Context: an optimization exercise on an open-source flow, tuned for small area, a short achievable clock period and few clock cycles per item. The choices shown serve that exercise and are no tape-out recipe. In this exercise RTL edits were held to simulation tests only and were not proved equivalent to the original.

main:
==> flow/design.v <==
package bmrd_pkg;
    localparam int W = 32;
    localparam logic OP_MUL = 1'b0;
    localparam logic OP_DIV = 1'b1;
    localparam int NST = W;
    localparam int SW = 3 * W + 8;
endpackage
module bmrd_cell #(
    parameter bit FIRST = 1'b0   
) (
    input  logic                        aclk,
    input  logic                        aresetn,
    input  logic                        en,
    input  logic                        valid_in,
    input  logic [bmrd_pkg::SW-1:0]     stage_in,
    output logic                        valid_out,
    output logic [bmrd_pkg::SW-1:0]     stage_out
);
    localparam int W = bmrd_pkg::W;
    logic          op, op_x, flag, pos, pos_x, ng, ng_x;
    logic [W:0]    s;
    logic [W-1:0]  low, opnd;
    logic          mul;
    assign {op, op_x, flag, pos, pos_x, ng, ng_x, s, low, opnd} = stage_in;
    assign mul = (op == bmrd_pkg::OP_MUL);
    localparam int H = (W + 1) / 2;
    logic [W:0]    mul_v, pos_v, ng_v;
    assign mul_v = {{(W+1-H){op_x == bmrd_pkg::OP_DIV}}, {H{op == bmrd_pkg::OP_MUL}}};
    assign pos_v = {{(W+1-H){~pos_x}}, {H{pos}}};
    assign ng_v  = {{(W+1-H){~ng_x}}, {H{ng}}};
    logic [W:0]    a, e, b;
    logic [W+1:0]  sum;
    logic [W:0]    s_n;
    logic [W-1:0]  low_n;
    logic          flag_n, pos_n, ng_n;
    for (genvar j = 0; j <= W; j++) begin : g_a
        if (j == 0) begin : g_lo
            assign a[j] = mul_v[j] ? s[j+1] : low[W-1];
        end else if (j == W) begin : g_hi
            assign a[j] = mul_v[j] ? s[W] : s[j-1];
        end else begin : g_mid
            assign a[j] = mul_v[j] ? s[j+1] : s[j-1];
        end
    end
    assign e     = {mul & opnd[W-1], opnd};
    for (genvar j = 0; j <= W; j++) begin : g_b
        assign b[j] = e[j] ? pos_v[j] : ng_v[j];
    end
    assign sum   = {a, 1'b1} + {b, ng};
    assign s_n   = sum[W+1:1];
    assign low_n = {low[W-2:0], mul ? s[0] : ~s[W]};
    if (FIRST) begin : g_ovf
        assign flag_n = mul ? low[W-1] : !(s[W-1:0] < opnd);
    end else begin : g_flag
        assign flag_n = mul ? low[W-1] : flag;
    end
    assign pos_n = mul ? (~low[W-2] & low[W-1]) : s_n[W];
    assign ng_n  = mul ? (low[W-2] & ~low[W-1]) : ~s_n[W];
    always_ff @(posedge aclk) begin
        if (!aresetn)
            valid_out <= 1'b0;
        else if (en)
            valid_out <= valid_in;
    end
    always_ff @(posedge aclk) begin
        if (en)
            stage_out <= {op, op_x, flag_n, pos_n, ~pos_n, ng_n, ~ng_n, s_n, low_n, opnd};
    end
endmodule
module booth_multiply_restoring_divide (
    input  logic            aclk,
    input  logic            aresetn,
    input  logic            s_valid,
    output logic            s_ready,
    input  logic [160:0]    s_payload,
    output logic            m_valid,
    input  logic            m_ready,
    output logic [128:0]    m_payload
);
    localparam int W   = bmrd_pkg::W;
    localparam int NST = bmrd_pkg::NST;
    localparam int SW  = bmrd_pkg::SW;
    logic            in_op;
    logic [W-1:0]    in_mplier, in_mcand, in_hi, in_lo, in_div;
    assign {in_op, in_mplier, in_mcand, in_hi, in_lo, in_div} = s_payload;
    logic                 adv;
    logic [NST:0][SW-1:0] chain;
    logic [NST:0]         cvalid;
    logic [SW-1:0]        init;
    logic [W-1:0]    mplier_rev;
    for (genvar i = 0; i < W; i++) begin : g_rev
        assign mplier_rev[i] = in_mplier[W-1-i];
    end
    assign init      = (in_op == bmrd_pkg::OP_MUL)
                     ? {bmrd_pkg::OP_MUL, ~bmrd_pkg::OP_MUL, 1'b0, 1'b0, 1'b1,
                        in_mplier[0], ~in_mplier[0], {(W+1){1'b0}}, mplier_rev, in_mcand}
                     : {bmrd_pkg::OP_DIV, ~bmrd_pkg::OP_DIV, 1'b0, 1'b0, 1'b1, 1'b1, 1'b0,
                        1'b0, in_hi, in_lo, in_div};
    always_ff @(posedge aclk) begin
        if (!aresetn)
            cvalid[0] <= 1'b0;
        else if (adv)
            cvalid[0] <= s_valid;
    end
    always_ff @(posedge aclk) begin
        if (adv)
            chain[0] <= init;
    end
    for (genvar i = 0; i < NST; i++) begin : g_cell
        bmrd_cell #(.FIRST(i == 0)) u_cell (
            .aclk      (aclk),
            .aresetn   (aresetn),
            .en        (adv),
            .valid_in  (cvalid[i]),
            .stage_in  (chain[i]),
            .valid_out (cvalid[i+1]),
            .stage_out (chain[i+1])
        );
    end
    logic            l_op, l_op_x, l_flag, l_pos, l_pos_x, l_ng, l_ng_x;
    logic [W:0]      l_s;
    logic [W-1:0]    l_low, l_opnd;
    logic [W-1:0]    l_low_rev;
    logic [W-1:0]    rem_fix;
    logic [128:0]    r_payload;
    assign {l_op, l_op_x, l_flag, l_pos, l_pos_x, l_ng, l_ng_x, l_s, l_low, l_opnd} = chain[NST];
    for (genvar i = 0; i < W; i++) begin : g_rev_out
        assign l_low_rev[i] = l_low[W-1-i];
    end
    assign rem_fix = l_s[W-1:0] + l_opnd;
    assign r_payload = (l_op == bmrd_pkg::OP_MUL)
                     ? {l_s[W:1], l_s[0], l_low_rev[W-1:1], {W{1'b0}}, {W{1'b0}}, 1'b0}
                     : {{(2*W){1'b0}}, l_low[W-2:0], ~l_s[W],
                        (l_s[W] ? rem_fix : l_s[W-1:0]), l_flag};
    logic            o_valid, o_empty;
    logic [128:0]    o_payload;
    assign adv = !o_valid || m_ready;
    always_ff @(posedge aclk) begin
        if (!aresetn) begin
            o_valid <= 1'b0;
            o_empty <= 1'b1;
        end else if (adv) begin
            o_valid <= cvalid[NST];
            o_empty <= !cvalid[NST];
        end
    end
    always_ff @(posedge aclk) begin
        if (adv)
            o_payload <= r_payload;
    end
    assign s_ready   = o_empty || m_ready;
    assign m_valid   = o_valid;
    assign m_payload = o_payload;
endmodule
clock: 6.0 ns
lec_check: 0
abc_area: 1
cap_margin: 20
core_margin: 2
core_utilization: 60
cts_buf_list: sky130_fd_sc_hd__clkbuf_8 sky130_fd_sc_hd__clkbuf_16
cts_cluster_diameter: 80
cts_cluster_size: 24
place_density: 0.7
setup_slack_margin: 3.0
slew_margin: 20
standard.sh (not shown) runs the stock make flow with config.mk's settings and CLKGATE_MAP_FILE= SYNTH_SCRIPT=/design/flow/synth_recipe.tcl, a recipe that flattens the netlist after the stock synthesis.
==> flow/flow/run.sh <==
#!/bin/bash
# Standard layout, with the port buffers made of buf_4 cells instead of the
# delay cells buffer_ports picks by default.
set -euo pipefail
export BUFFER_PORTS_ARGS="-buffer_cell sky130_fd_sc_hd__buf_4"
bash standard.sh > standard.log 2>&1
Testbench counts of main, summed over its fixed seeds: cycles 8,464, items 8,192.
Edits applied to the flow inputs when going from main to the feature branch:
-- flow/design.v --
<<< main, line 133
                     : {{(2*W){1'b0}}, l_low[W-2:0], ~l_s[W],
                        (l_s[W] ? rem_fix : l_s[W-1:0]), l_flag};
    logic            o_valid, o_empty;
    logic [128:0]    o_payload;
    assign adv = !o_valid || m_ready;
    always_ff @(posedge aclk) begin
        if (!aresetn) begin
            o_valid <= 1'b0;
            o_empty <= 1'b1;
        end else if (adv) begin
            o_valid <= cvalid[NST];
            o_empty <= !cvalid[NST];
        end
    end
    always_ff @(posedge aclk) begin
>>> the feature branch, line 133
                     : {{(2*W){1'b0}}, l_low[W-2:0], ~l_s[W],
                        (l_s[W] ? rem_fix : l_s[W-1:0]), l_flag};
    logic            o_valid;
    logic [128:0]    o_payload;
    assign adv = !o_valid || m_ready;
    always_ff @(posedge aclk) begin
        if (!aresetn)
            o_valid <= 1'b0;
        else if (adv)
            o_valid <= cvalid[NST];
    end
    always_ff @(posedge aclk) begin
<<< main, line 149
            o_payload <= r_payload;
    end
    assign s_ready   = o_empty || m_ready;
    assign m_valid   = o_valid;
    assign m_payload = o_payload;
>>> the feature branch, line 146
            o_payload <= r_payload;
    end
    assign s_ready   = adv;
    assign m_valid   = o_valid;
    assign m_payload = o_payload;
## What came out
The feature branch against main: global-route wire length before repair shrank by 3.2%, overall routed net length dropped 3.0%, worst slew margin relative to its limit shows a reduction of 0.98 points, number of antenna violations at the first check in global routing rose 4.8%, synthesized area divided by synthesized cell count decreased 0.70%. The standard cell with the maximum stage delay on the critical path comes out sky130_fd_sc_hd__or2_2 in one run and sky130_fd_sc_hd__dfxtp_2 in the other, namely in main and the feature branch respectively. The met1 track demand over resource in global routing in the feature branch sits 1.9 points above the value recorded for main. | post-synthesis share of cell area spent on full adders, half adders and majority gates | main vs the feature branch | ≈ equal |. Compared with main, the feature branch shows a layout clock buffer count that is 0.49% higher. Compared with main, in the feature branch final critical delay including setup and external delays moved up, instance count after placement with tap cells included moved up, worst path setup slack after routing moved down.
Testbench counts of the feature branch, summed over its fixed seeds: cycles 8,464, items 8,192.

## separate check: timing with driven ports
In the flow no input, the clock included, has a driving cell. The finished layouts below were timed again as built, in two steps.
Step 1 sets driving cells, clkbuf_16 on the clock port and buf_2 on the other inputs (assumed; they add their load-dependent delay and slew).
Step 2, shift: input delay + t, output delay - t, t = (earliest + latest rising clock arrival at the registers) / 2. This alone moves slack from input paths to output paths.
Slacks: ideal ports / drivers / drivers and shift; pairs: ideal ports / drivers.
run	shift t [ns]	setup slack, ns	hold WS [ns]	worst setup path at the end	cell pins on the clock port's net
main	1.062	3.013 / 2.955 / 2.222	0.409 / 0.398 / 0.409	input to register	1
the feature branch	1.046	2.951 / 2.838 / 2.242	0.402 / 0.393 / 0.402	input to register	1
After both steps every run listed still meets setup and hold. For main, which loses most, drivers alone change the setup slack by -0.058 ns; drivers and shift together by -0.791 ns.
